What follows belongs to an exercise in optimizing a design on an open flow for small area, a short achievable clock period and few clock cycles per item; a production flow would make more cautious choices. Function was checked by simulation only, so behaviour that the tests miss may differ from the original. Power and IR drop assume default switching activity.

==> design.v <==
`default_nettype none
package dot_pkg;
  localparam int N_LANES = 4;
  localparam int LANE_W = 8;
  localparam int WORD_W = N_LANES * LANE_W;
  localparam int RES_W = 32;
  localparam int ACC_W = 22;
  localparam int SUM_W = 18;
  localparam int WORD_OFFSET = -87040;
  localparam int VEC_DEPTH = 16;
  localparam int ADDR_W = 4;
endpackage
`default_nettype wire
`default_nettype none
module dp_unit (
  input wire logic clk,
  input wire logic [31:0] act_data,
  input wire logic [31:0] w_word,
  input wire logic enc_load,
  input wire logic cut_vld,
  output logic [17:0] x_out,
  output logic [17:0] y_out
);
  logic [31:0] w_q;
  always_ff @(posedge clk) begin
    if (enc_load) begin
      w_q <= w_word;
    end
  end
  logic [3:0][3:0] one_q;
  logic [3:0][3:0] two_q;
  logic [3:0][3:0] neg_q;
  for (genvar i = 0; i < 4; i++) begin : g_enc_lane
    for (genvar k = 0; k < 4; k++) begin : g_enc_digit
      logic b2, b1, b0;
      assign b2 = w_q[i*8 + 2*k + 1];
      assign b1 = w_q[i*8 + 2*k];
      if (k == 0) begin : g_lsb
        assign b0 = 1'b0;
      end else begin : g_mid
        assign b0 = w_q[i*8 + 2*k - 1];
      end
      assign one_q[i][k] = b1 ^ b0;
      assign two_q[i][k] = (b2 & ~b1 & ~b0) | (~b2 & b1 & b0);
      assign neg_q[i][k] = b2;
    end
  end
  logic [3:0][2:0] ncnt;
  for (genvar k = 0; k < 4; k++) begin : g_ncnt
    assign ncnt[k] = 3'(neg_q[0][k]) + 3'(neg_q[1][k]) + 3'(neg_q[2][k]) + 3'(neg_q[3][k]);
  end
  logic [3:0][3:0][8:0] pp;
  for (genvar i = 0; i < 4; i++) begin : g_pp_lane
    logic [8:0] a1, a2;
    assign a1 = {act_data[i*8 + 7], act_data[i*8 +: 8]};
    assign a2 = {act_data[i*8 +: 8], 1'b0};
    for (genvar k = 0; k < 4; k++) begin : g_pp_digit
      assign pp[i][k] = ({9{one_q[i][k]}} & a1 | {9{two_q[i][k]}} & a2) ^ {9{neg_q[i][k]}};
    end
  end
  logic sb0_1;
  logic cb0_2;
  logic sb0_3;
  logic cb0_4;
  logic sb0_5;
  logic cb0_6;
  logic sb0_7;
  logic cb0_8;
  logic sb0_9;
  logic cb0_10;
  logic sb0_11;
  logic cb0_12;
  logic sb0_13;
  logic cb0_14;
  logic sb0_15;
  logic cb0_16;
  logic sb0_17;
  logic cb0_18;
  logic sb0_19;
  logic cb0_20;
  logic sb0_21;
  logic cb0_22;
  logic sb0_23;
  logic cb0_24;
  logic sb0_25;
  logic cb0_26;
  logic sb0_27;
  logic cb0_28;
  logic sb0_29;
  logic cb0_30;
  logic sb0_31;
  logic cb0_32;
  logic sb0_33;
  logic cb0_34;
  logic sb0_35;
  logic cb0_36;
  logic sb0_37;
  logic cb0_38;
  logic sb0_39;
  logic cb0_40;
  logic sb0_41;
  logic cb0_42;
  logic sb0_43;
  logic cb0_44;
  logic sb0_45;
  logic cb0_46;
  logic sb0_47;
  logic cb0_48;
  logic sb0_49;
  logic cb0_50;
  logic sb0_51;
  logic cb0_52;
  logic sb0_53;
  logic cb0_54;
  logic sb0_55;
  logic cb0_56;
  logic sb0_57;
  logic cb0_58;
  logic sb0_59;
  logic cb0_60;
  logic sb0_61;
  logic cb0_62;
  logic sb0_63;
  logic cb0_64;
  logic sb0_65;
  logic cb0_66;
  logic sb0_67;
  logic cb0_68;
  logic sb0_69;
  logic cb0_70;
  logic sb0_71;
  logic cb0_72;
  logic sb0_73;
  logic cb0_74;
  logic sb0_75;
  logic cb0_76;
  logic sb0_77;
  logic cb0_78;
  logic sb0_79;
  logic cb0_80;
  logic sb0_81;
  logic cb0_82;
  logic sb0_83;
  logic cb0_84;
  logic sb0_85;
  logic cb0_86;
  logic sb1_87;
  logic cb1_88;
  logic sb1_89;
  logic cb1_90;
  logic sb1_91;
  logic cb1_92;
  logic sb1_93;
  logic cb1_94;
  logic sb1_95;
  logic cb1_96;
  logic sb1_97;
  logic cb1_98;
  logic sb1_99;
  logic cb1_100;
  logic sb1_101;
  logic cb1_102;
  logic sb1_103;
  logic cb1_104;
  logic sb1_105;
  logic cb1_106;
  logic sb1_107;
  logic cb1_108;
  logic sb1_109;
  logic cb1_110;
  logic sb1_111;
  logic cb1_112;
  logic sb1_113;
  logic cb1_114;
  logic sb1_115;
  logic cb1_116;
  logic sb1_117;
  logic cb1_118;
  logic sb1_119;
  logic cb1_120;
  logic sb1_121;
  logic cb1_122;
  logic sb1_123;
  logic cb1_124;
  logic sb1_125;
  logic cb1_126;
  logic sb1_127;
  logic cb1_128;
  logic sb1_129;
  logic cb1_130;
  logic sb1_131;
  logic cb1_132;
  logic sb1_133;
  logic cb1_134;
  logic sb1_135;
  logic cb1_136;
  logic sb1_137;
  logic cb1_138;
  logic sb1_139;
  logic cb1_140;
  logic sb1_141;
  logic cb1_142;
  logic sb1_143;
  logic cb1_144;
  logic sb1_145;
  logic cb1_146;
  logic sb1_147;
  logic cb1_148;
  logic sb1_149;
  logic cb1_150;
  logic sb1_151;
  logic cb1_152;
  logic sb1_153;
  logic cb1_154;
  logic sc0_155;
  logic cc0_156;
  logic sc0_157;
  logic cc0_158;
  logic sc0_159;
  logic cc0_160;
  logic sc0_161;
  logic cc0_162;
  logic sc0_163;
  logic cc0_164;
  logic sc0_165;
  logic cc0_166;
  logic sc0_167;
  logic cc0_168;
  logic sc0_169;
  logic cc0_170;
  logic sc0_171;
  logic cc0_172;
  logic sc0_173;
  logic cc0_174;
  logic sc1_175;
  logic cc1_176;
  logic sc1_177;
  logic cc1_178;
  logic sc1_179;
  logic cc1_180;
  logic sc1_181;
  logic cc1_182;
  logic sc1_183;
  logic cc1_184;
  logic sc1_185;
  logic cc1_186;
  logic sc1_187;
  logic cc1_188;
  logic sc1_189;
  logic cc1_190;
  logic sc1_191;
  logic cc1_192;
  logic sc1_193;
  logic cc1_194;
  logic sc1_195;
  logic cc1_196;
  logic sc1_197;
  logic cc1_198;
  logic sc1_199;
  logic cc1_200;
  logic sc1_201;
  logic cc1_202;
  logic sc1_203;
  logic cc1_204;
  logic sc1_205;
  logic cc1_206;
  logic sc1_207;
  logic cc1_208;
  logic sc1_209;
  logic cc1_210;
  logic sc1_211;
  logic cc1_212;
  logic sc1_213;
  logic cc1_214;
  logic sc2_215;
  logic cc2_216;
  logic sc2_217;
  logic cc2_218;
  logic sc2_219;
  logic cc2_220;
  logic sc2_221;
  logic cc2_222;
  logic sc2_223;
  logic cc2_224;
  logic sc2_225;
  logic cc2_226;
  logic sc2_227;
  logic cc2_228;
  logic sc2_229;
  logic cc2_230;
  logic sc2_231;
  logic cc2_232;
  logic sc2_233;
  logic cc2_234;
  logic sc2_235;
  logic cc2_236;
  logic sc2_237;
  logic cc2_238;
  logic sc2_239;
  logic cc2_240;
  logic sc3_241;
  logic cc3_242;
  logic sc3_243;
  logic cc3_244;
  logic sc3_245;
  logic cc3_246;
  logic sc3_247;
  logic cc3_248;
  logic sc3_249;
  logic cc3_250;
  logic sc3_251;
  logic cc3_252;
  logic sc3_253;
  logic cc3_254;
  logic sc3_255;
  logic cc3_256;
  logic sc3_257;
  logic cc3_258;
  logic sc3_259;
  logic cc3_260;
  logic sc3_261;
  logic cc3_262;
  logic sc3_263;
  logic cc3_264;
  logic sc3_265;
  logic cc3_266;
  logic sc3_267;
  logic cc3_268;
  logic sc3_269;
  logic cc3_270;
  assign sb0_1 = pp[0][0][0] ^ pp[1][0][0] ^ pp[2][0][0];
  assign cb0_2 = (pp[0][0][0] & pp[1][0][0]) | (pp[0][0][0] & pp[2][0][0]) | (pp[1][0][0] & pp[2][0][0]);
  assign sb0_3 = pp[0][0][1] ^ pp[1][0][1] ^ pp[2][0][1];
  assign cb0_4 = (pp[0][0][1] & pp[1][0][1]) | (pp[0][0][1] & pp[2][0][1]) | (pp[1][0][1] & pp[2][0][1]);
  assign sb0_5 = pp[0][0][2] ^ pp[0][1][0] ^ pp[1][0][2];
  assign cb0_6 = (pp[0][0][2] & pp[0][1][0]) | (pp[0][0][2] & pp[1][0][2]) | (pp[0][1][0] & pp[1][0][2]);
  assign sb0_7 = pp[1][1][0] ^ pp[2][0][2] ^ pp[2][1][0];
  assign cb0_8 = (pp[1][1][0] & pp[2][0][2]) | (pp[1][1][0] & pp[2][1][0]) | (pp[2][0][2] & pp[2][1][0]);
  assign sb0_9 = pp[0][0][3] ^ pp[0][1][1] ^ pp[1][0][3];
  assign cb0_10 = (pp[0][0][3] & pp[0][1][1]) | (pp[0][0][3] & pp[1][0][3]) | (pp[0][1][1] & pp[1][0][3]);
  assign sb0_11 = pp[1][1][1] ^ pp[2][0][3] ^ pp[2][1][1];
  assign cb0_12 = (pp[1][1][1] & pp[2][0][3]) | (pp[1][1][1] & pp[2][1][1]) | (pp[2][0][3] & pp[2][1][1]);
  assign sb0_13 = pp[0][0][4] ^ pp[0][1][2] ^ pp[0][2][0];
  assign cb0_14 = (pp[0][0][4] & pp[0][1][2]) | (pp[0][0][4] & pp[0][2][0]) | (pp[0][1][2] & pp[0][2][0]);
  assign sb0_15 = pp[1][0][4] ^ pp[1][1][2] ^ pp[1][2][0];
  assign cb0_16 = (pp[1][0][4] & pp[1][1][2]) | (pp[1][0][4] & pp[1][2][0]) | (pp[1][1][2] & pp[1][2][0]);
  assign sb0_17 = pp[2][0][4] ^ pp[2][1][2] ^ pp[2][2][0];
  assign cb0_18 = (pp[2][0][4] & pp[2][1][2]) | (pp[2][0][4] & pp[2][2][0]) | (pp[2][1][2] & pp[2][2][0]);
  assign sb0_19 = pp[3][0][4] ^ pp[3][1][2] ^ pp[3][2][0];
  assign cb0_20 = (pp[3][0][4] & pp[3][1][2]) | (pp[3][0][4] & pp[3][2][0]) | (pp[3][1][2] & pp[3][2][0]);
  assign sb0_21 = pp[0][0][5] ^ pp[0][1][3] ^ pp[0][2][1];
  assign cb0_22 = (pp[0][0][5] & pp[0][1][3]) | (pp[0][0][5] & pp[0][2][1]) | (pp[0][1][3] & pp[0][2][1]);
  assign sb0_23 = pp[1][0][5] ^ pp[1][1][3] ^ pp[1][2][1];
  assign cb0_24 = (pp[1][0][5] & pp[1][1][3]) | (pp[1][0][5] & pp[1][2][1]) | (pp[1][1][3] & pp[1][2][1]);
  assign sb0_25 = pp[2][0][5] ^ pp[2][1][3] ^ pp[2][2][1];
  assign cb0_26 = (pp[2][0][5] & pp[2][1][3]) | (pp[2][0][5] & pp[2][2][1]) | (pp[2][1][3] & pp[2][2][1]);
  assign sb0_27 = pp[3][0][5] ^ pp[3][1][3] ^ pp[3][2][1];
  assign cb0_28 = (pp[3][0][5] & pp[3][1][3]) | (pp[3][0][5] & pp[3][2][1]) | (pp[3][1][3] & pp[3][2][1]);
  assign sb0_29 = pp[0][0][6] ^ pp[0][1][4] ^ pp[0][2][2];
  assign cb0_30 = (pp[0][0][6] & pp[0][1][4]) | (pp[0][0][6] & pp[0][2][2]) | (pp[0][1][4] & pp[0][2][2]);
  assign sb0_31 = pp[0][3][0] ^ pp[1][0][6] ^ pp[1][1][4];
  assign cb0_32 = (pp[0][3][0] & pp[1][0][6]) | (pp[0][3][0] & pp[1][1][4]) | (pp[1][0][6] & pp[1][1][4]);
  assign sb0_33 = pp[1][2][2] ^ pp[1][3][0] ^ pp[2][0][6];
  assign cb0_34 = (pp[1][2][2] & pp[1][3][0]) | (pp[1][2][2] & pp[2][0][6]) | (pp[1][3][0] & pp[2][0][6]);
  assign sb0_35 = pp[2][1][4] ^ pp[2][2][2] ^ pp[2][3][0];
  assign cb0_36 = (pp[2][1][4] & pp[2][2][2]) | (pp[2][1][4] & pp[2][3][0]) | (pp[2][2][2] & pp[2][3][0]);
  assign sb0_37 = pp[3][0][6] ^ pp[3][1][4] ^ pp[3][2][2];
  assign cb0_38 = (pp[3][0][6] & pp[3][1][4]) | (pp[3][0][6] & pp[3][2][2]) | (pp[3][1][4] & pp[3][2][2]);
  assign sb0_39 = pp[0][0][7] ^ pp[0][1][5] ^ pp[0][2][3];
  assign cb0_40 = (pp[0][0][7] & pp[0][1][5]) | (pp[0][0][7] & pp[0][2][3]) | (pp[0][1][5] & pp[0][2][3]);
  assign sb0_41 = pp[0][3][1] ^ pp[1][0][7] ^ pp[1][1][5];
  assign cb0_42 = (pp[0][3][1] & pp[1][0][7]) | (pp[0][3][1] & pp[1][1][5]) | (pp[1][0][7] & pp[1][1][5]);
  assign sb0_43 = pp[1][2][3] ^ pp[1][3][1] ^ pp[2][0][7];
  assign cb0_44 = (pp[1][2][3] & pp[1][3][1]) | (pp[1][2][3] & pp[2][0][7]) | (pp[1][3][1] & pp[2][0][7]);
  assign sb0_45 = pp[2][1][5] ^ pp[2][2][3] ^ pp[2][3][1];
  assign cb0_46 = (pp[2][1][5] & pp[2][2][3]) | (pp[2][1][5] & pp[2][3][1]) | (pp[2][2][3] & pp[2][3][1]);
  assign sb0_47 = pp[3][0][7] ^ pp[3][1][5] ^ pp[3][2][3];
  assign cb0_48 = (pp[3][0][7] & pp[3][1][5]) | (pp[3][0][7] & pp[3][2][3]) | (pp[3][1][5] & pp[3][2][3]);
  assign sb0_49 = ~pp[0][0][8] ^ pp[0][1][6] ^ pp[0][2][4];
  assign cb0_50 = (~pp[0][0][8] & pp[0][1][6]) | (~pp[0][0][8] & pp[0][2][4]) | (pp[0][1][6] & pp[0][2][4]);
  assign sb0_51 = pp[0][3][2] ^ ~pp[1][0][8] ^ pp[1][1][6];
  assign cb0_52 = (pp[0][3][2] & ~pp[1][0][8]) | (pp[0][3][2] & pp[1][1][6]) | (~pp[1][0][8] & pp[1][1][6]);
  assign sb0_53 = pp[1][2][4] ^ pp[1][3][2] ^ ~pp[2][0][8];
  assign cb0_54 = (pp[1][2][4] & pp[1][3][2]) | (pp[1][2][4] & ~pp[2][0][8]) | (pp[1][3][2] & ~pp[2][0][8]);
  assign sb0_55 = pp[2][1][6] ^ pp[2][2][4] ^ pp[2][3][2];
  assign cb0_56 = (pp[2][1][6] & pp[2][2][4]) | (pp[2][1][6] & pp[2][3][2]) | (pp[2][2][4] & pp[2][3][2]);
  assign sb0_57 = ~pp[3][0][8] ^ pp[3][1][6] ^ pp[3][2][4];
  assign cb0_58 = (~pp[3][0][8] & pp[3][1][6]) | (~pp[3][0][8] & pp[3][2][4]) | (pp[3][1][6] & pp[3][2][4]);
  assign sb0_59 = pp[0][1][7] ^ pp[0][2][5] ^ pp[0][3][3];
  assign cb0_60 = (pp[0][1][7] & pp[0][2][5]) | (pp[0][1][7] & pp[0][3][3]) | (pp[0][2][5] & pp[0][3][3]);
  assign sb0_61 = pp[1][1][7] ^ pp[1][2][5] ^ pp[1][3][3];
  assign cb0_62 = (pp[1][1][7] & pp[1][2][5]) | (pp[1][1][7] & pp[1][3][3]) | (pp[1][2][5] & pp[1][3][3]);
  assign sb0_63 = pp[2][1][7] ^ pp[2][2][5] ^ pp[2][3][3];
  assign cb0_64 = (pp[2][1][7] & pp[2][2][5]) | (pp[2][1][7] & pp[2][3][3]) | (pp[2][2][5] & pp[2][3][3]);
  assign sb0_65 = pp[3][1][7] ^ pp[3][2][5] ^ pp[3][3][3];
  assign cb0_66 = (pp[3][1][7] & pp[3][2][5]) | (pp[3][1][7] & pp[3][3][3]) | (pp[3][2][5] & pp[3][3][3]);
  assign sb0_67 = ~pp[0][1][8] ^ pp[0][2][6] ^ pp[0][3][4];
  assign cb0_68 = (~pp[0][1][8] & pp[0][2][6]) | (~pp[0][1][8] & pp[0][3][4]) | (pp[0][2][6] & pp[0][3][4]);
  assign sb0_69 = ~pp[1][1][8] ^ pp[1][2][6] ^ pp[1][3][4];
  assign cb0_70 = (~pp[1][1][8] & pp[1][2][6]) | (~pp[1][1][8] & pp[1][3][4]) | (pp[1][2][6] & pp[1][3][4]);
  assign sb0_71 = ~pp[2][1][8] ^ pp[2][2][6] ^ pp[2][3][4];
  assign cb0_72 = (~pp[2][1][8] & pp[2][2][6]) | (~pp[2][1][8] & pp[2][3][4]) | (pp[2][2][6] & pp[2][3][4]);
  assign sb0_73 = ~pp[3][1][8] ^ pp[3][2][6] ^ pp[3][3][4];
  assign cb0_74 = (~pp[3][1][8] & pp[3][2][6]) | (~pp[3][1][8] & pp[3][3][4]) | (pp[3][2][6] & pp[3][3][4]);
  assign sb0_75 = pp[0][2][7] ^ pp[0][3][5] ^ pp[1][2][7];
  assign cb0_76 = (pp[0][2][7] & pp[0][3][5]) | (pp[0][2][7] & pp[1][2][7]) | (pp[0][3][5] & pp[1][2][7]);
  assign sb0_77 = pp[1][3][5] ^ pp[2][2][7] ^ pp[2][3][5];
  assign cb0_78 = (pp[1][3][5] & pp[2][2][7]) | (pp[1][3][5] & pp[2][3][5]) | (pp[2][2][7] & pp[2][3][5]);
  assign sb0_79 = ~pp[0][2][8] ^ pp[0][3][6] ^ ~pp[1][2][8];
  assign cb0_80 = (~pp[0][2][8] & pp[0][3][6]) | (~pp[0][2][8] & ~pp[1][2][8]) | (pp[0][3][6] & ~pp[1][2][8]);
  assign sb0_81 = pp[1][3][6] ^ ~pp[2][2][8] ^ pp[2][3][6];
  assign cb0_82 = (pp[1][3][6] & ~pp[2][2][8]) | (pp[1][3][6] & pp[2][3][6]) | (~pp[2][2][8] & pp[2][3][6]);
  assign sb0_83 = pp[0][3][7] ^ pp[1][3][7] ^ pp[2][3][7];
  assign cb0_84 = (pp[0][3][7] & pp[1][3][7]) | (pp[0][3][7] & pp[2][3][7]) | (pp[1][3][7] & pp[2][3][7]);
  assign sb0_85 = ~pp[0][3][8] ^ ~pp[1][3][8] ^ ~pp[2][3][8];
  assign cb0_86 = (~pp[0][3][8] & ~pp[1][3][8]) | (~pp[0][3][8] & ~pp[2][3][8]) | (~pp[1][3][8] & ~pp[2][3][8]);
  assign sb1_87 = pp[3][0][0] ^ sb0_1 ^ ncnt[0][0];
  assign cb1_88 = (pp[3][0][0] & sb0_1) | (pp[3][0][0] & ncnt[0][0]) | (sb0_1 & ncnt[0][0]);
  assign sb1_89 = pp[3][0][1] ^ cb0_2 ^ sb0_3;
  assign cb1_90 = (pp[3][0][1] & cb0_2) | (pp[3][0][1] & sb0_3) | (cb0_2 & sb0_3);
  assign sb1_91 = pp[3][0][2] ^ pp[3][1][0] ^ cb0_4;
  assign cb1_92 = (pp[3][0][2] & pp[3][1][0]) | (pp[3][0][2] & cb0_4) | (pp[3][1][0] & cb0_4);
  assign sb1_93 = sb0_5 ^ sb0_7 ^ ncnt[0][2];
  assign cb1_94 = (sb0_5 & sb0_7) | (sb0_5 & ncnt[0][2]) | (sb0_7 & ncnt[0][2]);
  assign sb1_95 = pp[3][0][3] ^ pp[3][1][1] ^ cb0_6;
  assign cb1_96 = (pp[3][0][3] & pp[3][1][1]) | (pp[3][0][3] & cb0_6) | (pp[3][1][1] & cb0_6);
  assign sb1_97 = cb0_8 ^ sb0_9 ^ sb0_11;
  assign cb1_98 = (cb0_8 & sb0_9) | (cb0_8 & sb0_11) | (sb0_9 & sb0_11);
  assign sb1_99 = cb0_10 ^ cb0_12 ^ sb0_13;
  assign cb1_100 = (cb0_10 & cb0_12) | (cb0_10 & sb0_13) | (cb0_12 & sb0_13);
  assign sb1_101 = sb0_15 ^ sb0_17 ^ sb0_19;
  assign cb1_102 = (sb0_15 & sb0_17) | (sb0_15 & sb0_19) | (sb0_17 & sb0_19);
  assign sb1_103 = cb0_14 ^ cb0_16 ^ cb0_18;
  assign cb1_104 = (cb0_14 & cb0_16) | (cb0_14 & cb0_18) | (cb0_16 & cb0_18);
  assign sb1_105 = cb0_20 ^ sb0_21 ^ sb0_23;
  assign cb1_106 = (cb0_20 & sb0_21) | (cb0_20 & sb0_23) | (sb0_21 & sb0_23);
  assign sb1_107 = sb0_25 ^ sb0_27 ^ ncnt[2][1];
  assign cb1_108 = (sb0_25 & sb0_27) | (sb0_25 & ncnt[2][1]) | (sb0_27 & ncnt[2][1]);
  assign sb1_109 = pp[3][3][0] ^ cb0_22 ^ cb0_24;
  assign cb1_110 = (pp[3][3][0] & cb0_22) | (pp[3][3][0] & cb0_24) | (cb0_22 & cb0_24);
  assign sb1_111 = cb0_26 ^ cb0_28 ^ sb0_29;
  assign cb1_112 = (cb0_26 & cb0_28) | (cb0_26 & sb0_29) | (cb0_28 & sb0_29);
  assign sb1_113 = sb0_31 ^ sb0_33 ^ sb0_35;
  assign cb1_114 = (sb0_31 & sb0_33) | (sb0_31 & sb0_35) | (sb0_33 & sb0_35);
  assign sb1_115 = sb0_37 ^ ncnt[2][2] ^ ncnt[3][0];
  assign cb1_116 = (sb0_37 & ncnt[2][2]) | (sb0_37 & ncnt[3][0]) | (ncnt[2][2] & ncnt[3][0]);
  assign sb1_117 = pp[3][3][1] ^ cb0_30 ^ cb0_32;
  assign cb1_118 = (pp[3][3][1] & cb0_30) | (pp[3][3][1] & cb0_32) | (cb0_30 & cb0_32);
  assign sb1_119 = cb0_34 ^ cb0_36 ^ cb0_38;
  assign cb1_120 = (cb0_34 & cb0_36) | (cb0_34 & cb0_38) | (cb0_36 & cb0_38);
  assign sb1_121 = sb0_39 ^ sb0_41 ^ sb0_43;
  assign cb1_122 = (sb0_39 & sb0_41) | (sb0_39 & sb0_43) | (sb0_41 & sb0_43);
  assign sb1_123 = sb0_45 ^ sb0_47 ^ ncnt[3][1];
  assign cb1_124 = (sb0_45 & sb0_47) | (sb0_45 & ncnt[3][1]) | (sb0_47 & ncnt[3][1]);
  assign sb1_125 = pp[3][3][2] ^ cb0_40 ^ cb0_42;
  assign cb1_126 = (pp[3][3][2] & cb0_40) | (pp[3][3][2] & cb0_42) | (cb0_40 & cb0_42);
  assign sb1_127 = cb0_44 ^ cb0_46 ^ cb0_48;
  assign cb1_128 = (cb0_44 & cb0_46) | (cb0_44 & cb0_48) | (cb0_46 & cb0_48);
  assign sb1_129 = sb0_49 ^ sb0_51 ^ sb0_53;
  assign cb1_130 = (sb0_49 & sb0_51) | (sb0_49 & sb0_53) | (sb0_51 & sb0_53);
  assign sb1_131 = sb0_55 ^ sb0_57 ^ ncnt[3][2];
  assign cb1_132 = (sb0_55 & sb0_57) | (sb0_55 & ncnt[3][2]) | (sb0_57 & ncnt[3][2]);
  assign sb1_133 = cb0_50 ^ cb0_52 ^ cb0_54;
  assign cb1_134 = (cb0_50 & cb0_52) | (cb0_50 & cb0_54) | (cb0_52 & cb0_54);
  assign sb1_135 = cb0_56 ^ cb0_58 ^ sb0_59;
  assign cb1_136 = (cb0_56 & cb0_58) | (cb0_56 & sb0_59) | (cb0_58 & sb0_59);
  assign sb1_137 = sb0_61 ^ sb0_63 ^ sb0_65;
  assign cb1_138 = (sb0_61 & sb0_63) | (sb0_61 & sb0_65) | (sb0_63 & sb0_65);
  assign sb1_139 = cb0_60 ^ cb0_62 ^ cb0_64;
  assign cb1_140 = (cb0_60 & cb0_62) | (cb0_60 & cb0_64) | (cb0_62 & cb0_64);
  assign sb1_141 = cb0_66 ^ sb0_67 ^ sb0_69;
  assign cb1_142 = (cb0_66 & sb0_67) | (cb0_66 & sb0_69) | (sb0_67 & sb0_69);
  assign sb1_143 = pp[3][2][7] ^ pp[3][3][5] ^ cb0_68;
  assign cb1_144 = (pp[3][2][7] & pp[3][3][5]) | (pp[3][2][7] & cb0_68) | (pp[3][3][5] & cb0_68);
  assign sb1_145 = cb0_70 ^ cb0_72 ^ cb0_74;
  assign cb1_146 = (cb0_70 & cb0_72) | (cb0_70 & cb0_74) | (cb0_72 & cb0_74);
  assign sb1_147 = ~pp[3][2][8] ^ pp[3][3][6] ^ cb0_76;
  assign cb1_148 = (~pp[3][2][8] & pp[3][3][6]) | (~pp[3][2][8] & cb0_76) | (pp[3][3][6] & cb0_76);
  assign sb1_149 = cb0_78 ^ sb0_79 ^ sb0_81;
  assign cb1_150 = (cb0_78 & sb0_79) | (cb0_78 & sb0_81) | (sb0_79 & sb0_81);
  assign sb1_151 = pp[3][3][7] ^ cb0_80 ^ cb0_82;
  assign cb1_152 = (pp[3][3][7] & cb0_80) | (pp[3][3][7] & cb0_82) | (cb0_80 & cb0_82);
  assign sb1_153 = ~pp[3][3][8] ^ cb0_84 ^ sb0_85;
  assign cb1_154 = (~pp[3][3][8] & cb0_84) | (~pp[3][3][8] & sb0_85) | (cb0_84 & sb0_85);
  assign sc0_155 = cut_q[24] ^ cut_q[25];
  assign cc0_156 = cut_q[24] & cut_q[25];
  assign sc0_157 = cut_q[31] ^ cut_q[32] ^ cut_q[33];
  assign cc0_158 = (cut_q[31] & cut_q[32]) | (cut_q[31] & cut_q[33]) | (cut_q[32] & cut_q[33]);
  assign sc0_159 = cut_q[34] ^ cut_q[35];
  assign cc0_160 = cut_q[34] & cut_q[35];
  assign sc0_161 = cut_q[39] ^ cut_q[40] ^ cut_q[41];
  assign cc0_162 = (cut_q[39] & cut_q[40]) | (cut_q[39] & cut_q[41]) | (cut_q[40] & cut_q[41]);
  assign sc0_163 = cut_q[42] ^ cut_q[43] ^ cut_q[44];
  assign cc0_164 = (cut_q[42] & cut_q[43]) | (cut_q[42] & cut_q[44]) | (cut_q[43] & cut_q[44]);
  assign sc0_165 = cut_q[47] ^ cut_q[48] ^ cut_q[49];
  assign cc0_166 = (cut_q[47] & cut_q[48]) | (cut_q[47] & cut_q[49]) | (cut_q[48] & cut_q[49]);
  assign sc0_167 = cut_q[50] ^ cut_q[51];
  assign cc0_168 = cut_q[50] & cut_q[51];
  assign sc0_169 = cut_q[54] ^ cut_q[55] ^ cut_q[56];
  assign cc0_170 = (cut_q[54] & cut_q[55]) | (cut_q[54] & cut_q[56]) | (cut_q[55] & cut_q[56]);
  assign sc0_171 = cut_q[57] ^ cut_q[58];
  assign cc0_172 = cut_q[57] & cut_q[58];
  assign sc0_173 = cut_q[61] ^ cut_q[62] ^ cut_q[63];
  assign cc0_174 = (cut_q[61] & cut_q[62]) | (cut_q[61] & cut_q[63]) | (cut_q[62] & cut_q[63]);
  assign sc1_175 = cut_q[8] ^ cut_q[9];
  assign cc1_176 = cut_q[8] & cut_q[9];
  assign sc1_177 = cut_q[13] ^ cut_q[14] ^ cut_q[15];
  assign cc1_178 = (cut_q[13] & cut_q[14]) | (cut_q[13] & cut_q[15]) | (cut_q[14] & cut_q[15]);
  assign sc1_179 = cut_q[16] ^ cut_q[17];
  assign cc1_180 = cut_q[16] & cut_q[17];
  assign sc1_181 = cut_q[19] ^ cut_q[20] ^ cut_q[21];
  assign cc1_182 = (cut_q[19] & cut_q[20]) | (cut_q[19] & cut_q[21]) | (cut_q[20] & cut_q[21]);
  assign sc1_183 = cut_q[22] ^ cut_q[23];
  assign cc1_184 = cut_q[22] & cut_q[23];
  assign sc1_185 = cut_q[26] ^ cut_q[27] ^ cut_q[28];
  assign cc1_186 = (cut_q[26] & cut_q[27]) | (cut_q[26] & cut_q[28]) | (cut_q[27] & cut_q[28]);
  assign sc1_187 = cut_q[29] ^ cut_q[30] ^ sc0_155;
  assign cc1_188 = (cut_q[29] & cut_q[30]) | (cut_q[29] & sc0_155) | (cut_q[30] & sc0_155);
  assign sc1_189 = cut_q[36] ^ cut_q[37] ^ cut_q[38];
  assign cc1_190 = (cut_q[36] & cut_q[37]) | (cut_q[36] & cut_q[38]) | (cut_q[37] & cut_q[38]);
  assign sc1_191 = cc0_156 ^ sc0_157 ^ sc0_159;
  assign cc1_192 = (cc0_156 & sc0_157) | (cc0_156 & sc0_159) | (sc0_157 & sc0_159);
  assign sc1_193 = cut_q[45] ^ cut_q[46] ^ cc0_158;
  assign cc1_194 = (cut_q[45] & cut_q[46]) | (cut_q[45] & cc0_158) | (cut_q[46] & cc0_158);
  assign sc1_195 = cc0_160 ^ sc0_161 ^ sc0_163;
  assign cc1_196 = (cc0_160 & sc0_161) | (cc0_160 & sc0_163) | (sc0_161 & sc0_163);
  assign sc1_197 = cut_q[52] ^ cut_q[53] ^ cc0_162;
  assign cc1_198 = (cut_q[52] & cut_q[53]) | (cut_q[52] & cc0_162) | (cut_q[53] & cc0_162);
  assign sc1_199 = cc0_164 ^ sc0_165 ^ sc0_167;
  assign cc1_200 = (cc0_164 & sc0_165) | (cc0_164 & sc0_167) | (sc0_165 & sc0_167);
  assign sc1_201 = cut_q[59] ^ cut_q[60] ^ cc0_166;
  assign cc1_202 = (cut_q[59] & cut_q[60]) | (cut_q[59] & cc0_166) | (cut_q[60] & cc0_166);
  assign sc1_203 = cc0_168 ^ sc0_169 ^ sc0_171;
  assign cc1_204 = (cc0_168 & sc0_169) | (cc0_168 & sc0_171) | (sc0_169 & sc0_171);
  assign sc1_205 = cut_q[64] ^ cut_q[65] ^ cut_q[66];
  assign cc1_206 = (cut_q[64] & cut_q[65]) | (cut_q[64] & cut_q[66]) | (cut_q[65] & cut_q[66]);
  assign sc1_207 = cc0_170 ^ cc0_172 ^ sc0_173;
  assign cc1_208 = (cc0_170 & cc0_172) | (cc0_170 & sc0_173) | (cc0_172 & sc0_173);
  assign sc1_209 = cut_q[67] ^ cut_q[68] ^ cut_q[69];
  assign cc1_210 = (cut_q[67] & cut_q[68]) | (cut_q[67] & cut_q[69]) | (cut_q[68] & cut_q[69]);
  assign sc1_211 = cut_q[70] ^ cc0_174;
  assign cc1_212 = cut_q[70] & cc0_174;
  assign sc1_213 = cut_q[71] ^ cut_q[72] ^ cut_q[73];
  assign cc1_214 = (cut_q[71] & cut_q[72]) | (cut_q[71] & cut_q[73]) | (cut_q[72] & cut_q[73]);
  assign sc2_215 = cut_q[4] ^ cut_q[5];
  assign cc2_216 = cut_q[4] & cut_q[5];
  assign sc2_217 = cut_q[10] ^ cut_q[11] ^ cut_q[12];
  assign cc2_218 = (cut_q[10] & cut_q[11]) | (cut_q[10] & cut_q[12]) | (cut_q[11] & cut_q[12]);
  assign sc2_219 = cut_q[18] ^ cc1_176 ^ sc1_177;
  assign cc2_220 = (cut_q[18] & cc1_176) | (cut_q[18] & sc1_177) | (cc1_176 & sc1_177);
  assign sc2_221 = cc1_178 ^ cc1_180 ^ sc1_181;
  assign cc2_222 = (cc1_178 & cc1_180) | (cc1_178 & sc1_181) | (cc1_180 & sc1_181);
  assign sc2_223 = cc1_182 ^ cc1_184 ^ sc1_185;
  assign cc2_224 = (cc1_182 & cc1_184) | (cc1_182 & sc1_185) | (cc1_184 & sc1_185);
  assign sc2_225 = cc1_186 ^ cc1_188 ^ sc1_189;
  assign cc2_226 = (cc1_186 & cc1_188) | (cc1_186 & sc1_189) | (cc1_188 & sc1_189);
  assign sc2_227 = cc1_190 ^ cc1_192 ^ sc1_193;
  assign cc2_228 = (cc1_190 & cc1_192) | (cc1_190 & sc1_193) | (cc1_192 & sc1_193);
  assign sc2_229 = cc1_194 ^ cc1_196 ^ sc1_197;
  assign cc2_230 = (cc1_194 & cc1_196) | (cc1_194 & sc1_197) | (cc1_196 & sc1_197);
  assign sc2_231 = cc1_198 ^ cc1_200 ^ sc1_201;
  assign cc2_232 = (cc1_198 & cc1_200) | (cc1_198 & sc1_201) | (cc1_200 & sc1_201);
  assign sc2_233 = cc1_202 ^ cc1_204 ^ sc1_205;
  assign cc2_234 = (cc1_202 & cc1_204) | (cc1_202 & sc1_205) | (cc1_204 & sc1_205);
  assign sc2_235 = cc1_206 ^ cc1_208 ^ sc1_209;
  assign cc2_236 = (cc1_206 & cc1_208) | (cc1_206 & sc1_209) | (cc1_208 & sc1_209);
  assign sc2_237 = cut_q[74] ^ cc1_210 ^ cc1_212;
  assign cc2_238 = (cut_q[74] & cc1_210) | (cut_q[74] & cc1_212) | (cc1_210 & cc1_212);
  assign sc2_239 = cut_q[75] ^ cut_q[76];
  assign cc2_240 = cut_q[75] & cut_q[76];
  assign sc3_241 = cut_q[1] ^ cut_q[2];
  assign cc3_242 = cut_q[1] & cut_q[2];
  assign sc3_243 = cut_q[6] ^ cut_q[7] ^ sc2_215;
  assign cc3_244 = (cut_q[6] & cut_q[7]) | (cut_q[6] & sc2_215) | (cut_q[7] & sc2_215);
  assign sc3_245 = sc1_175 ^ cc2_216 ^ sc2_217;
  assign cc3_246 = (sc1_175 & cc2_216) | (sc1_175 & sc2_217) | (cc2_216 & sc2_217);
  assign sc3_247 = sc1_179 ^ cc2_218 ^ sc2_219;
  assign cc3_248 = (sc1_179 & cc2_218) | (sc1_179 & sc2_219) | (cc2_218 & sc2_219);
  assign sc3_249 = sc1_183 ^ cc2_220 ^ sc2_221;
  assign cc3_250 = (sc1_183 & cc2_220) | (sc1_183 & sc2_221) | (cc2_220 & sc2_221);
  assign sc3_251 = sc1_187 ^ cc2_222 ^ sc2_223;
  assign cc3_252 = (sc1_187 & cc2_222) | (sc1_187 & sc2_223) | (cc2_222 & sc2_223);
  assign sc3_253 = sc1_191 ^ cc2_224 ^ sc2_225;
  assign cc3_254 = (sc1_191 & cc2_224) | (sc1_191 & sc2_225) | (cc2_224 & sc2_225);
  assign sc3_255 = sc1_195 ^ cc2_226 ^ sc2_227;
  assign cc3_256 = (sc1_195 & cc2_226) | (sc1_195 & sc2_227) | (cc2_226 & sc2_227);
  assign sc3_257 = sc1_199 ^ cc2_228 ^ sc2_229;
  assign cc3_258 = (sc1_199 & cc2_228) | (sc1_199 & sc2_229) | (cc2_228 & sc2_229);
  assign sc3_259 = sc1_203 ^ cc2_230 ^ sc2_231;
  assign cc3_260 = (sc1_203 & cc2_230) | (sc1_203 & sc2_231) | (cc2_230 & sc2_231);
  assign sc3_261 = sc1_207 ^ cc2_232 ^ sc2_233;
  assign cc3_262 = (sc1_207 & cc2_232) | (sc1_207 & sc2_233) | (cc2_232 & sc2_233);
  assign sc3_263 = sc1_211 ^ cc2_234 ^ sc2_235;
  assign cc3_264 = (sc1_211 & cc2_234) | (sc1_211 & sc2_235) | (cc2_234 & sc2_235);
  assign sc3_265 = sc1_213 ^ cc2_236 ^ sc2_237;
  assign cc3_266 = (sc1_213 & cc2_236) | (sc1_213 & sc2_237) | (cc2_236 & sc2_237);
  assign sc3_267 = cc1_214 ^ cc2_238 ^ sc2_239;
  assign cc3_268 = (cc1_214 & cc2_238) | (cc1_214 & sc2_239) | (cc2_238 & sc2_239);
  assign sc3_269 = cut_q[77] ^ cut_q[78] ^ cc2_240;
  assign cc3_270 = (cut_q[77] & cut_q[78]) | (cut_q[77] & cc2_240) | (cut_q[78] & cc2_240);
  logic [78:0] cut_q;
  logic [17:0] x_q;
  logic [17:0] y_q;
  always_ff @(posedge clk) begin
      cut_q[0] <= sb1_87;
      cut_q[1] <= ncnt[0][1];
      cut_q[2] <= cb1_88;
      cut_q[3] <= sb1_89;
      cut_q[4] <= ncnt[1][0];
      cut_q[5] <= cb1_90;
      cut_q[6] <= sb1_91;
      cut_q[7] <= sb1_93;
      cut_q[8] <= ncnt[1][1];
      cut_q[9] <= cb1_92;
      cut_q[10] <= cb1_94;
      cut_q[11] <= sb1_95;
      cut_q[12] <= sb1_97;
      cut_q[13] <= ncnt[1][2];
      cut_q[14] <= ncnt[2][0];
      cut_q[15] <= cb1_96;
      cut_q[16] <= cb1_98;
      cut_q[17] <= sb1_99;
      cut_q[18] <= sb1_101;
      cut_q[19] <= cb1_100;
      cut_q[20] <= cb1_102;
      cut_q[21] <= sb1_103;
      cut_q[22] <= sb1_105;
      cut_q[23] <= sb1_107;
      cut_q[24] <= cb1_104;
      cut_q[25] <= cb1_106;
      cut_q[26] <= cb1_108;
      cut_q[27] <= sb1_109;
      cut_q[28] <= sb1_111;
      cut_q[29] <= sb1_113;
      cut_q[30] <= sb1_115;
      cut_q[31] <= cb1_110;
      cut_q[32] <= cb1_112;
      cut_q[33] <= cb1_114;
      cut_q[34] <= cb1_116;
      cut_q[35] <= sb1_117;
      cut_q[36] <= sb1_119;
      cut_q[37] <= sb1_121;
      cut_q[38] <= sb1_123;
      cut_q[39] <= cb1_118;
      cut_q[40] <= cb1_120;
      cut_q[41] <= cb1_122;
      cut_q[42] <= cb1_124;
      cut_q[43] <= sb1_125;
      cut_q[44] <= sb1_127;
      cut_q[45] <= sb1_129;
      cut_q[46] <= sb1_131;
      cut_q[47] <= cb1_126;
      cut_q[48] <= cb1_128;
      cut_q[49] <= cb1_130;
      cut_q[50] <= cb1_132;
      cut_q[51] <= sb1_133;
      cut_q[52] <= sb1_135;
      cut_q[53] <= sb1_137;
      cut_q[54] <= sb0_71;
      cut_q[55] <= sb0_73;
      cut_q[56] <= cb1_134;
      cut_q[57] <= cb1_136;
      cut_q[58] <= cb1_138;
      cut_q[59] <= sb1_139;
      cut_q[60] <= sb1_141;
      cut_q[61] <= sb0_75;
      cut_q[62] <= sb0_77;
      cut_q[63] <= cb1_140;
      cut_q[64] <= cb1_142;
      cut_q[65] <= sb1_143;
      cut_q[66] <= sb1_145;
      cut_q[67] <= cb1_144;
      cut_q[68] <= cb1_146;
      cut_q[69] <= sb1_147;
      cut_q[70] <= sb1_149;
      cut_q[71] <= sb0_83;
      cut_q[72] <= cb1_148;
      cut_q[73] <= cb1_150;
      cut_q[74] <= sb1_151;
      cut_q[75] <= cb1_152;
      cut_q[76] <= sb1_153;
      cut_q[77] <= cb0_86;
      cut_q[78] <= cb1_154;
  end
  always_ff @(posedge clk) begin
      x_q[0] <= cut_vld & cut_q[0];
      x_q[1] <= cut_vld & cut_q[3];
      x_q[2] <= cut_vld & cc3_242;
      x_q[3] <= cut_vld & cc3_244;
      x_q[4] <= cut_vld & cc3_246;
      x_q[5] <= cut_vld & cc3_248;
      x_q[6] <= cut_vld & cc3_250;
      x_q[7] <= cut_vld & cc3_252;
      x_q[8] <= cut_vld & cc3_254;
      x_q[9] <= cut_vld & cc3_256;
      x_q[10] <= cut_vld & cc3_258;
      x_q[11] <= cut_vld & cc3_260;
      x_q[12] <= cut_vld & cc3_262;
      x_q[13] <= cut_vld & cc3_264;
      x_q[14] <= cut_vld & cc3_266;
      x_q[15] <= cut_vld & cc3_268;
      x_q[16] <= cut_vld & cc3_270;
      x_q[17] <= cut_vld & 1'b0;
      y_q[0] <= cut_vld & 1'b0;
      y_q[1] <= cut_vld & sc3_241;
      y_q[2] <= cut_vld & sc3_243;
      y_q[3] <= cut_vld & sc3_245;
      y_q[4] <= cut_vld & sc3_247;
      y_q[5] <= cut_vld & sc3_249;
      y_q[6] <= cut_vld & sc3_251;
      y_q[7] <= cut_vld & sc3_253;
      y_q[8] <= cut_vld & sc3_255;
      y_q[9] <= cut_vld & sc3_257;
      y_q[10] <= cut_vld & sc3_259;
      y_q[11] <= cut_vld & sc3_261;
      y_q[12] <= cut_vld & sc3_263;
      y_q[13] <= cut_vld & sc3_265;
      y_q[14] <= cut_vld & sc3_267;
      y_q[15] <= cut_vld & sc3_269;
      y_q[16] <= cut_vld & 1'b0;
      y_q[17] <= cut_vld & 1'b0;
  end
  assign x_out = x_q;
  assign y_out = y_q;
endmodule
`default_nettype wire
`default_nettype none
module weight_buffer (
  input wire logic clk,
  input wire logic wr_en,
  input wire logic [dot_pkg::ADDR_W-1:0] wr_addr,
  input wire logic [dot_pkg::WORD_W-1:0] wr_data,
  input wire logic [dot_pkg::VEC_DEPTH-1:0] rd_sel,
  input wire logic rd_bypass0,
  output logic [dot_pkg::WORD_W-1:0] rd_data
);
  logic [dot_pkg::WORD_W-1:0] mem [dot_pkg::VEC_DEPTH];
  always_ff @(posedge clk) begin
    if (wr_en) begin
      mem[wr_addr] <= wr_data;
    end
  end
  logic [dot_pkg::WORD_W-1:0] word0;
  assign word0 = rd_bypass0 ? wr_data : mem[0];
  always_comb begin
    rd_data = word0 & {dot_pkg::WORD_W{rd_sel[0]}};
    for (int k = 1; k < dot_pkg::VEC_DEPTH; k++) begin
      rd_data = rd_data | (mem[k] & {dot_pkg::WORD_W{rd_sel[k]}});
    end
  end
endmodule
`default_nettype wire
`default_nettype none
module dot_accumulator (
  input wire logic clk,
  input wire logic clear,
  input wire logic [dot_pkg::ADDR_W-1:0] vec_last,
  input wire logic [dot_pkg::SUM_W-1:0] x_in,
  input wire logic [dot_pkg::SUM_W-1:0] y_in,
  output logic signed [dot_pkg::RES_W-1:0] acc
);
  logic [dot_pkg::ACC_W-1:0] acc_q;
  logic [dot_pkg::ACC_W-1:0] acc_init;
  logic [dot_pkg::ACC_W-1:0] x_ext;
  logic [dot_pkg::ACC_W-1:0] y_ext;
  logic [dot_pkg::ACC_W-1:0] s3;
  logic [dot_pkg::ACC_W-1:0] c3;
  assign acc = dot_pkg::RES_W'($signed(acc_q));
  always_comb begin
    acc_init = '0;
    for (int n = 0; n < dot_pkg::VEC_DEPTH; n++) begin
      if (vec_last == dot_pkg::ADDR_W'(n)) begin
        acc_init = dot_pkg::ACC_W'((n + 1) * dot_pkg::WORD_OFFSET);
      end
    end
  end
  assign x_ext = dot_pkg::ACC_W'(x_in);
  assign y_ext = dot_pkg::ACC_W'(y_in);
  assign s3 = acc_q ^ x_ext ^ y_ext;
  assign c3 = (acc_q & x_ext) | (acc_q & y_ext) | (x_ext & y_ext);
  logic [dot_pkg::ACC_W-1:0] pa;
  logic [dot_pkg::ACC_W-1:0] pb;
  logic [dot_pkg::ACC_W-1:0] sum;
  logic [dot_pkg::ACC_W-1:0] gen [6];
  logic [dot_pkg::ACC_W-1:0] prp [6];
  assign pa = s3;
  assign pb = {c3[dot_pkg::ACC_W-2:0], 1'b0};
  always_comb begin
    gen[0] = pa & pb;
    prp[0] = pa ^ pb;
    for (int l = 0; l < 5; l++) begin
      for (int i = 0; i < dot_pkg::ACC_W; i++) begin
        if (i >= (1 << l)) begin
          gen[l+1][i] = gen[l][i] | (prp[l][i] & gen[l][i - (1 << l)]);
          prp[l+1][i] = prp[l][i] & prp[l][i - (1 << l)];
        end else begin
          gen[l+1][i] = gen[l][i];
          prp[l+1][i] = prp[l][i];
        end
      end
    end
    sum = prp[0] ^ {gen[5][dot_pkg::ACC_W-2:0], 1'b0};
  end
  always_ff @(posedge clk) begin
    if (clear) begin
      acc_q <= acc_init;
    end else begin
      acc_q <= sum;
    end
  end
endmodule
`default_nettype wire
`default_nettype none
module dot_ctrl (
  input wire logic clk,
  input wire logic reset,
  input wire logic start,
  input wire logic [dot_pkg::ADDR_W-1:0] vec_last,
  input wire logic act_valid,
  input wire logic w_wr,
  input wire logic [dot_pkg::ADDR_W-1:0] w_addr,
  output logic busy,
  output logic done,
  output logic buf_wr_en,
  output logic [dot_pkg::VEC_DEPTH-1:0] rd_sel,
  output logic enc_load,
  output logic w0_bypass,
  output logic acc_clear,
  output logic cut_vld
);
  logic busy_q;
  logic strm_q;
  logic [dot_pkg::ADDR_W-1:0] cnt_q;
  logic [dot_pkg::ADDR_W-1:0] last_q;
  logic [dot_pkg::VEC_DEPTH-1:0] rsel_q;
  logic [dot_pkg::VEC_DEPTH-1:0] rsel_d;
  logic done_q;
  logic [1:0] vld_q;
  logic [1:0] fin_q;
  logic is_idle;
  logic accept;
  logic finish;
  logic is_last;
  assign is_idle = !busy_q;
  assign accept = act_valid && strm_q;
  assign finish = vld_q[1] && fin_q[1];
  assign busy = busy_q;
  assign done = done_q;
  assign buf_wr_en = w_wr && is_idle;
  assign rd_sel = rsel_q;
  assign enc_load = is_idle || accept;
  assign w0_bypass = is_idle && w_wr && (w_addr == '0);
  assign is_last = (cnt_q == last_q);
  assign acc_clear = start && is_idle;
  assign cut_vld = vld_q[0];
  always_comb begin
    rsel_d = rsel_q;
    if (is_idle) begin
      rsel_d = start ? dot_pkg::VEC_DEPTH'(2) : dot_pkg::VEC_DEPTH'(1);
    end else if (finish) begin
      rsel_d = dot_pkg::VEC_DEPTH'(1);
    end else if (accept) begin
      rsel_d = rsel_q << 1;
    end
  end
  always_ff @(posedge clk) begin
    if (reset) begin
      busy_q <= 1'b0;
      strm_q <= 1'b0;
      cnt_q <= '0;
      rsel_q <= dot_pkg::VEC_DEPTH'(1);
      last_q <= '0;
      done_q <= 1'b0;
      vld_q <= '0;
      fin_q <= '0;
    end else begin
      done_q <= finish;
      vld_q <= {vld_q[0], accept};
      fin_q <= {fin_q[0], accept && is_last};
      rsel_q <= rsel_d;
      if (is_idle) begin
        if (start) begin
          busy_q <= 1'b1;
          strm_q <= 1'b1;
          cnt_q <= '0;
          last_q <= vec_last;
        end
      end else begin
        if (accept) begin
          cnt_q <= cnt_q + 1'b1;
          if (is_last) begin
            strm_q <= 1'b0;
          end
        end
        if (finish) begin
          busy_q <= 1'b0;
        end
      end
    end
  end
endmodule
`default_nettype wire
`default_nettype none
module dot_engine_top (
  input wire logic clk,
  input wire logic reset,
  input wire logic w_wr,
  input wire logic [dot_pkg::ADDR_W-1:0] w_addr,
  input wire logic [dot_pkg::WORD_W-1:0] w_data,
  input wire logic start,
  input wire logic [dot_pkg::ADDR_W-1:0] vec_last,
  input wire logic act_valid,
  input wire logic [dot_pkg::WORD_W-1:0] act_data,
  output logic busy,
  output logic done,
  output logic signed [dot_pkg::RES_W-1:0] result
);
  logic buf_wr_en;
  logic [dot_pkg::VEC_DEPTH-1:0] rd_sel;
  logic [dot_pkg::WORD_W-1:0] rd_data;
  logic acc_clear;
  logic cut_vld;
  logic enc_load;
  logic w0_bypass;
  logic [dot_pkg::SUM_W-1:0] x_sum;
  logic [dot_pkg::SUM_W-1:0] y_sum;
  dot_ctrl dot_ctrl_i (
    .clk, .reset, .start, .vec_last, .act_valid, .w_wr, .w_addr,
    .busy, .done, .buf_wr_en, .rd_sel, .enc_load, .w0_bypass, .acc_clear, .cut_vld
  );
  weight_buffer weight_buffer_i (
    .clk, .wr_en(buf_wr_en), .wr_addr(w_addr), .wr_data(w_data),
    .rd_sel, .rd_bypass0(w0_bypass), .rd_data
  );
  dp_unit dp_unit_i (
    .clk, .act_data, .w_word(rd_data), .enc_load, .cut_vld, .x_out(x_sum), .y_out(y_sum)
  );
  dot_accumulator dot_accumulator_i (
    .clk, .clear(acc_clear), .vec_last, .x_in(x_sum), .y_in(y_sum), .acc(result)
  );
endmodule
`default_nettype wire
==> flow/run.sh <==
#!/bin/bash
# The standard layout (the standard.sh), except that the buffers that
# buffer_ports puts on every input and output port are buf_1 cells; the
# resizer sizes them up where timing needs it.
set -euo pipefail
bash standard.sh "BUFFER_PORTS_ARGS=-buffer_cell sky130_fd_sc_hd__buf_1" finish > flow_standard.log 2>&1
==> standard.sh <==
#!/bin/bash
# synth_recipe.tcl (not shown) runs the flow's synth.tcl, then flattens the netlist and writes it again
# the make line also repeats each setting of config.mk as NAME=value (left out here)
make -C /OpenROAD-flow-scripts/flow DESIGN_CONFIG=/design/flow/config.mk WORK_HOME=/design/flow/orfs CLKGATE_MAP_FILE= SYNTH_SCRIPT=/design/flow/synth_recipe.tcl "${@:-finish}"
==> config.mk <==
export PLATFORM = sky130hd
export DESIGN_NAME = dot_engine_top
export DESIGN_NICKNAME = dot_engine_top
export VERILOG_FILES = /design/flow/design.v
export SDC_FILE = /design/flow/constraint.sdc
export NUM_CORES = 4
export LEC_CHECK = 0
export ABC_AREA = 1
export CAP_MARGIN = 20
export CORE_MARGIN = 2
export CORE_UTILIZATION = 65
export CTS_CLUSTER_DIAMETER = 80
export CTS_CLUSTER_SIZE = 30
export SETUP_SLACK_MARGIN = 2.55
export SLEW_MARGIN = 20
==> constraint.sdc <==
create_clock -name core_clock -period 5.0 [get_ports {clk}]
set_input_delay 1.0000 -clock core_clock [delete_from_list [all_inputs] [get_ports {clk}]]
set_output_delay 1.0000 -clock core_clock [all_outputs]
set_load 0.01 [all_outputs]
==> summary.txt, run 1 <==
Outcome
  • Outcome: no timing/DRC/antenna violations

Detailed routing
  • DR iter-0 viols: 2,430
  • DRC viols: 0
  • Wire per inst: 24.6 um
  • Number of vias per cell: around 6.1
  • Routed wire length: approximately 87,000 um
  • Detailed-router iteration count before antenna repair: 6
  • Vias: 21.6k
  • Number of routed nets with antenna violations: 0

Floorplanning
  • Die area: between 50,000 and 60,000 sq um
  • Floorplan row count: 81
  • Core box area: a little under 50,000 sq um
  • Die W: 225 um
  • I/O Pins: 111
  • DIE HEIGHT: approximately 230 um
  • Initial Util: between 60% and 70%

Global routing
  • Initial antenna violation count: 4
  • Largest net degree at the start of global routing: 65
  • First-pass GRT wire length: ~130,000 um
  • Vias in the first global route: 20.8k
  • Most used routing layer: met2
  • Met3 GRT Util: roughly 4.3%
  • GRT Total Usage: about 34%
  • Met1 Usage GRT: a little under half
  • Met2 Resource Use GR: between 50% and 60%
  • Remaining global-route overflow: 0

Timing
  • Slew of the pin with the lowest slew margin: 1150 ps
  • Final Cycle Share: between 50% and 60%
  • Final worst clock skew: 41.2 ps
  • Worst relative slew slack: approximately 23%
  • Highest clock rate: ~380 MHz
  • Setup tns final: 0 ps
  • Final hold vios: 0
  • Min Tclk post-route: ~2600 ps
  • RSZ-0062 raised after global routing: true
  • Slew Limit Fails: 0
  • Final setup fails: 0

Synthesis
  • Seq/Total Area, Yosys: 61.6%
  • Count of unique library cells instantiated by Yosys: between 40 and 50
  • Synth warn: 6
  • Area of the mapped netlist: ~32,000 sq um
  • Ys flop type: edfxtp_1
  • Post-synth ARST share: 0%
  • Post-synth EDFFs: 544
  • Avg Cell Area, Syn: roughly 12 sq um
  • FF+latch count, synth: 708
  • Post-Syn Instances: roughly 2.7k
  • Synth Net Count: roughly 2.9k

Setup path
  • CP required: approximately 5500 ps
  • CP Class: reg2reg
  • Reg-to-reg setup timing slack: between 2000 and 2500 ps
  • CP Launch Type: register
  • Crit-path max FO: 7
  • Critical path capture point type: register
  • FF-to-FF End: dp_unit_i.cut_q[12]$_DFF_P_
  • Worst EP arrival: 3150 ps
  • R2R Path Start: dp_unit_i.w_q[18]$_DFFE_PN_
  • FF-to-FF path depth: 9

Power and ir drop
  • Power Total: approximately 17 mW
  • Worst VDD drop: approximately 480 uV
  • Power Dens Cells: about 460 nW/um^2
  • Leakage: between 10 and 15 nW

Finish
  • Fraction of layout cells with a size suffix above 1: 20.1%
  • Fillers: ~3.1k
  • Multi-input logic area: between 10,000 and 15,000 sq um
  • Final net count: between 3k and 4k
  • Final instance area: 37,000 sq um
  • Synth-to-layout area growth: 16.4%
  • FF/Latch Area: between 15,000 and 20,000 sq um

Clock tree
  • CTS clk-pin slew, worst paths: 100 ps
  • CTS Root Cell: clkbuf_16
  • Clock latency (worst-skew pair): approximately 610 ps
  • CTS Sinks: slightly above 700
  • H-tree levels: 2
  • CTS tree: yes
  • Num CTS Buffers: 36
  • Largest buffer count on any clock path: 3

Worst hold path
  • Hold Crit Depth: 2
  • Hold Path Class: reg2reg
  • Hold EP: dot_ctrl_i.fin_q[1]$_SDFF_PP0_
  • Worst Hold Launch: dot_ctrl_i.fin_q[0]$_SDFF_PP0_

Placed design
  • Placer congestion estimate: 0.920
  • Placed Area: ~33,000 sq um
  • Post-DP HPWL: roughly 56,000 um
  • Count of buffers from port buffering: 110

Flow run
  • Max-cap viol count: 0
Yosys cell counts, types with 5 or more instances:
cell	n	share of area, %
a22o_1	21	0.58
o21ai_1	39	0.61
buf_6	5	0.18
buf_2	8	0.13
a21oi_1	56	0.88
nor4_1	9	0.18
nor3_1	7	0.11
clkbuf_1	70	0.83
dfxtp_1	164	10
o211ai_1	9	0.21
fa_1	144	9.1
nand3_1	79	1.2
a211oi_1	23	0.54
nor2_1	127	1.5
edfxtp_1	544	51
xor2_1	120	3.3
nand2_1	631	7.4
clkinv_1	6	0.071
nand4_1	69	1.4
inv_2	8	0.094
buf_4	29	0.68
o21a_1	24	0.57
ha_1	39	1.5
a221oi_1	31	0.85
o21ai_0	53	0.83
o22ai_1	96	1.9
inv_1	240	2.8
registers in the layout, summed over array words and instances (netlist names), 15 cells and up:
name                     flops
dot_accumulator_i.acc_q     22
dot_ctrl_i.rsel_q           16
dp_unit_i.cut_q             79
dp_unit_i.w_q               32
dp_unit_i.x_q               17
dp_unit_i.y_q               15
weight_buffer_i.mem        512
how the worst max path moves through the flow:
stage	cells past startpoint	from	endpoint
3_3_place_gp	7	dp_unit_i.w_q[5]$_DFFE_PN_	dp_unit_i.cut_q[22]$_DFF_P_
3_5_place_dp	7	dp_unit_i.w_q[5]$_DFFE_PN_	dp_unit_i.cut_q[22]$_DFF_P_
6_report	9	dp_unit_i.w_q[18]$_DFFE_PN_	dp_unit_i.cut_q[12]$_DFF_P_
4_1_cts	8	dp_unit_i.cut_q[56]$_DFF_P_	dp_unit_i.y_q[11]$_DFF_P_
2_1_floorplan	4	w_wr	weight_buffer_i.mem[10][0]$_DFFE_PP_
5_1_grt	8	dp_unit_i.cut_q[44]$_DFF_P_	dp_unit_i.y_q[9]$_DFF_P_
power breakdown:
part,switching (mW),internal [mW],leakage (nW),total [mW]
combinational,3.64,2.58,6.97,6.22
sequential,0.369,6.90,6.31,7.27
clock,1.99,1.51,0.580,3.50
total,6.00,11.0,13.9,17.0
layout by cell type (no fill, tap or decap), types with 41 or more instances in the layout:
cell      netlist  layout
nand2_1       631     594
edfxtp_1      544     544
inv_1         240     178
dfxtp_1       164     142
buf_4          29     121
buf_1           3     105
fa_1          144     101
nor2_1        127      92
xor2_1        120      84
nand3_1        79      75
nand4_1        69      69
a21oi_1        56      53
o22ai_2         0      49
fa_2            0      43
o21ai_0        53      41
repair_timing:
action,CTS,global route
hold buffers,0,0
buffers inserted,65,73
setup endpoints to repair,94,154
gates cloned,1,1
gates resized for setup,181,168
pin swaps,70,108
logic make-up (layout without fill, tap and decap cells):
group | Yosys count | in the layout | share of synthesized area [%]
AND/OR/NAND/NOR | 939 | 941 | 12.3
flip-flops | 708 | 708 | 61.6
buffers and inverters | 369 | 591 | 4.84
AO/OA/AOI/OAI | 362 | 362 | 7.22
adder cells (fa/ha/maj) | 183 | 183 | 10.6
XOR/XNOR | 124 | 124 | 3.41
other | 0 | 1 | 0
through the flow:
stage	util (%)	cells	hold WS (ps)	setup slack [ps]
after CTS	73.4	3456	414	2380
after detailed placement	68.5	3334	398	1740
after global placement	68.2	3326	398	1710
final	76.1	3532	411	2380
after global routing	76.1	3532	446	2340
after floorplan	-	2685	386	2350
worst max-delay path, stage by stage (launching register included):
cell	delay, ps
edfxtp_1	530
buf_6	190
nand2_8	80
nand2_4	50
o21ai_4	150
o22ai_2	150
xor2_2	210
fa_1	610
inv_2	50
fa_2	520
layout make-up:
| cell class | instances | share of cell area, % |
|---|---|---|
| multi-input cells | 1610 | 33.0 |
| well taps | 622 | 2.10 |
| flip-flops and latches | 708 | 53.0 |
| clock buffers | 38 | 2.51 |
| inverters | 254 | 3.01 |
| clock inverters | 18 | 0.699 |
| repair buffers | 281 | 5.65 |
| diodes | 1 | 0.00676 |
routing by layer:
layer / up-vias / part of all wire (%) / wire [um]
met5: - / 0.018 / 16
met4: 2 / 5.0 / 4370
met3: 228 / 8.1 / 7050
met2: 1161 / 49 / 42700
met1: 10700 / 38 / 32900
li1: 9570 / - / -
Testbench counts, summed over its fixed seeds: cycles 14,859, items 1,280.
==> run 2: changes to the inputs <==
--- a/config.mk
+++ b/config.mk
@@ -13,3 +13,3 @@
 export CTS_CLUSTER_SIZE = 30
-export SETUP_SLACK_MARGIN = 2.55
+export SETUP_SLACK_MARGIN = 2.7
 export SLEW_MARGIN = 20
==> summary.txt, run 2 <==
Outcome
  • Outcome: no timing/DRC/antenna violations

Detailed routing
  • Routed wire length: 86,600 um (-0.47%)
  • Detailed-router iteration count before antenna repair: 5 (-1)
  • DRC viols: 0 (unchanged)
  • Number of vias per cell: 6.08 (-0.72%)
  • Vias: 21.5k (-0.41%)
  • Number of routed nets with antenna violations: 0 (unchanged)
  • DR iter-0 viols: 2,131 (-12%)
  • Wire per inst: 24.4 um (-0.78%)

Worst hold path
  • Worst Hold Launch: dot_ctrl_i.fin_q[0]$_SDFF_PP0_
  • Hold Path Class: reg2reg
  • Hold EP: dot_ctrl_i.fin_q[1]$_SDFF_PP0_
  • Hold Crit Depth: 2 (unchanged)

Clock tree
  • CTS tree: yes
  • Num CTS Buffers: 35 (-2.8%)
  • Clock latency (worst-skew pair): 610 ps (about the same)
  • CTS clk-pin slew, worst paths: 100 ps (about the same)
  • Largest buffer count on any clock path: 3 (unchanged)
  • CTS Sinks: 708 (unchanged)
  • CTS Root Cell: clkbuf_16
  • H-tree levels: 2 (unchanged)

Finish
  • Largest registers: weight_buffer_i.mem (512), dp_unit_i.cut_q (79), dp_unit_i.w_q (32)
  • Final instance area: 37,800 sq um (+2.1%)
  • Synth-to-layout area growth: 18.8%
  • Fraction of layout cells with a size suffix above 1: 24.8% (+4.7 points)
  • Final net count: 3,164 (+0.41%)
  • Max reg flops: 512 (unchanged)
  • Fillers: 2,972 (-3.5%)
  • Commonest non-fill, non-tap cell in the layout: nand2_1
  • Commonest cells after routing, fill and taps aside: nand2_1 (584), edfxtp_1 (544), inv_1 (159)
  • Largest Register: weight_buffer_i.mem

Global routing
  • Vias in the first global route: 21.1k (+1.5%)
  • Largest net degree at the start of global routing: 35 (-46%)
  • Remaining global-route overflow: 0 (unchanged)
  • GRT Total Usage: 34.5% (+0.60 points)
  • Initial antenna violation count: 3 (-1)
  • First-pass GRT wire length: 127,000 um (+1.4%)

Timing
  • RSZ-0062 raised after global routing: true
  • Setup tns final: 0 ps (unchanged)
  • Final Cycle Share: 52.1% (-0.37 points)
  • Highest clock rate: 384 MHz (+0.70%)
  • Worst relative slew slack: 24.8% (+1.9 points)
  • Final setup fails: 0 (unchanged)
  • Slew Limit Fails: 0 (unchanged)
  • Hold WS: 418 ps (+6.89 ps)
  • Final hold vios: 0 (unchanged)
  • Final worst clock skew: 46.9 ps (+5.65 ps)
  • Slew of the pin with the lowest slew margin: 1130 ps (-27.7 ps)
  • Min Tclk post-route: 2610 ps (-18.3 ps)

Synthesis
  • Avg Cell Area, Syn: 11.9 sq um (unchanged)
  • Post-synth ARST share: 0% (unchanged)
  • Post-synth EDFFs: 544 (unchanged)
  • Seq/Total Area, Yosys: 61.6% (unchanged)
  • Synth warn: 6 (unchanged)
  • Synth cell count leaders: nand2_1 (631), edfxtp_1 (544), inv_1 (240)
  • Most common cell in the synthesized netlist: nand2_1
  • Share of the synthesized area in the top cell type: 51.3% (unchanged)
  • Area of the mapped netlist: 31,800 sq um (unchanged)
  • Ys flop type: edfxtp_1
  • Synth Net Count: 2,945 (unchanged)
  • Ranking of synthesized cells by area: edfxtp_1 (51%), dfxtp_1 (10%), fa_1 (9.1%)
  • Post-Syn Instances: 2,685 (unchanged)
  • FF+latch count, synth: 708 (unchanged)
  • Count of unique library cells instantiated by Yosys: 43 (unchanged)
  • Cell accounting for the most synthesized area: edfxtp_1

Setup path
  • CP startpoint: dp_unit_i.w_q[18]$_DFFE_PN_
  • Reg-to-reg setup timing slack: 2390 ps (+20 ps)
  • R2R Path Start: dp_unit_i.w_q[18]$_DFFE_PN_
  • Critical path capture point type: register
  • FF-to-FF path depth: 8 (-1)
  • CP Launch Type: register
  • Crit-path max FO: 6 (-1)
  • CP required: 5460 ps (-70 ps)
  • Worst EP arrival: 3060 ps (-90 ps)
  • FF-to-FF End: dp_unit_i.cut_q[12]$_DFF_P_
  • CP Class: reg2reg

Floorplanning
  • DIE HEIGHT: 225 um (unchanged)
  • Floorplan row count: 81 (unchanged)
  • Die area: 50,800 sq um (unchanged)
  • Core box area: 48,600 sq um (unchanged)
  • I/O Pins: 111 (unchanged)
  • Initial Util: 65.4% (unchanged)
  • Die W: 225 um (unchanged)

Flow run
  • Max-cap viol count: 0 (unchanged)

Placed design
  • Placed Area: 33,600 sq um (+0.66%)
  • Post-DP HPWL: 54,400 um (-3.4%)
  • Placer congestion estimate: 0.899 (-2.3%)
  • Count of buffers from port buffering: 110 (unchanged)

Power and ir drop
  • Worst VDD drop: 515 uV (+7.3%)
  • Leakage: 14.0 nW (+0.65%)
  • Power Dens Cells: 451 nW/um^2 (-1.8%)
==> run 2: cell types whose count changed in the layout (fill, tap and decap cells not counted), moves of 12 or more <==
cell,previous run,this run
inv_2,32,44
fa_1,101,63
o22ai_1,35,23
fa_2,43,81
inv_1,178,159
o22ai_4,12,26
==> run 2: area by class of cell <==
cell class | instances | area (sq um) | share of cell area, %
Sequential cell | 708 | 19700 | 52.0
Multi-Input combinational cell | 1612 | 12900 | 34.0
Timing Repair Buffer | 293 | 2230 | 5.91
Inverter | 254 | 1150 | 3.04
Clock buffer | 37 | 893 | 2.36
Tap cell | 622 | 778 | 2.06
Clock inverter | 16 | 226 | 0.599
Antenna cell | 1 | 2.50 | 0.00662
==> run 2: power breakdown <==
group	internal, mW	switching, mW	total [mW]
combinational	2.77	3.67	6.44
sequential	6.91	0.338	7.25
clock	1.40	1.95	3.35
==> run 2: kinds of logic after synthesis <==
family | Yosys count | synth area share [%]
compound gates | 362 | 7.22
xor+xnor | 124 | 3.41
fa+ha+maj | 183 | 10.6
buf+inv | 369 | 4.84
flops | 708 | 61.6
simple gates | 939 | 12.3
==> run 2: worst max-delay path by stage <==
stage	depth (start not counted)	end
after floorplan	4	weight_buffer_i.mem[4][0]$_DFFE_PP_
after global placement	8	dp_unit_i.w_q[1]$_DFFE_PN_
after detailed placement	9	dp_unit_i.w_q[1]$_DFFE_PN_
after CTS	8	dp_unit_i.y_q[9]$_DFF_P_
after global routing	8	dp_unit_i.cut_q[12]$_DFF_P_
final	8	dp_unit_i.cut_q[12]$_DFF_P_
==> run 2: per-layer routing <==
metal	share of wire [%]	wire length, um	up-vias	global-route usage, %
met5	0.030	26	-	0
met4	5.5	4800	4	16.2
met3	7.9	6840	262	5.96
met2	49	42900	1039	58.1
met1	37	32100	10600	44.1
li1	-	-	9596	-
==> run 2: critical path, cell delays in order, from the launching register on <==
cell,delay (ps)
edfxtp_1,500
nor2_2,90
buf_4,150
o21ai_4,260
o22ai_2,120
xor2_2,310
fa_2,520
inv_2,70
fa_2,420
==> run 2: metrics by stage <==
stage               cells  setup slack, ps  power [mW]  util (%)
finish               3543             2390        17.0      77.7
global route         3543             2350        18.0      77.7
CTS                  3511             2420        16.8      76.0
detailed placement   3333             1390        12.9      69.0
global placement     3328             1480        12.7      68.8
floorplan            2685             2380        10.7         -
==> run 2: timing repair <==
action	4_1_cts	5_1_grt
pin swaps	157	84
buffers inserted	121	30
gates cloned	4	1
hold buffers	0	0
setup endpoints to repair	273	161
gates resized for setup	314	130

## port drivers added, routing unchanged
In the flow no input, the clock included, has a driving cell. The finished layouts below were timed again as built, in two steps. Step 1: set_driving_cell puts a clkbuf_16 on clk and a buf_2 on each other input, an assumption about the parent block. Step 2 also shifts input and output timing later by t, the mid clock arrival at the registers, as if the neighbouring blocks saw the same clock. Slacks: no drivers / after step 1 / after step 2; pairs: no drivers / after step 1.
run | shift t [ns] | setup slack, ns | hold WS [ns] | worst setup path after step 2 | worst data-port slew with drivers (ns)
run 1 | 0.647 | 2.376 / 2.376 / 1.871 | 0.411 / 0.411 / 0.411 | input to register | 0.12
run 2 | 0.648 | 2.395 / 2.395 / 1.817 | 0.418 / 0.418 / 0.418 | input to register | 0.09
After both steps every run listed still meets setup and hold. The setup slack of run 2, which loses most, moves by 0.000 ns with the drivers and by -0.578 ns with both steps.
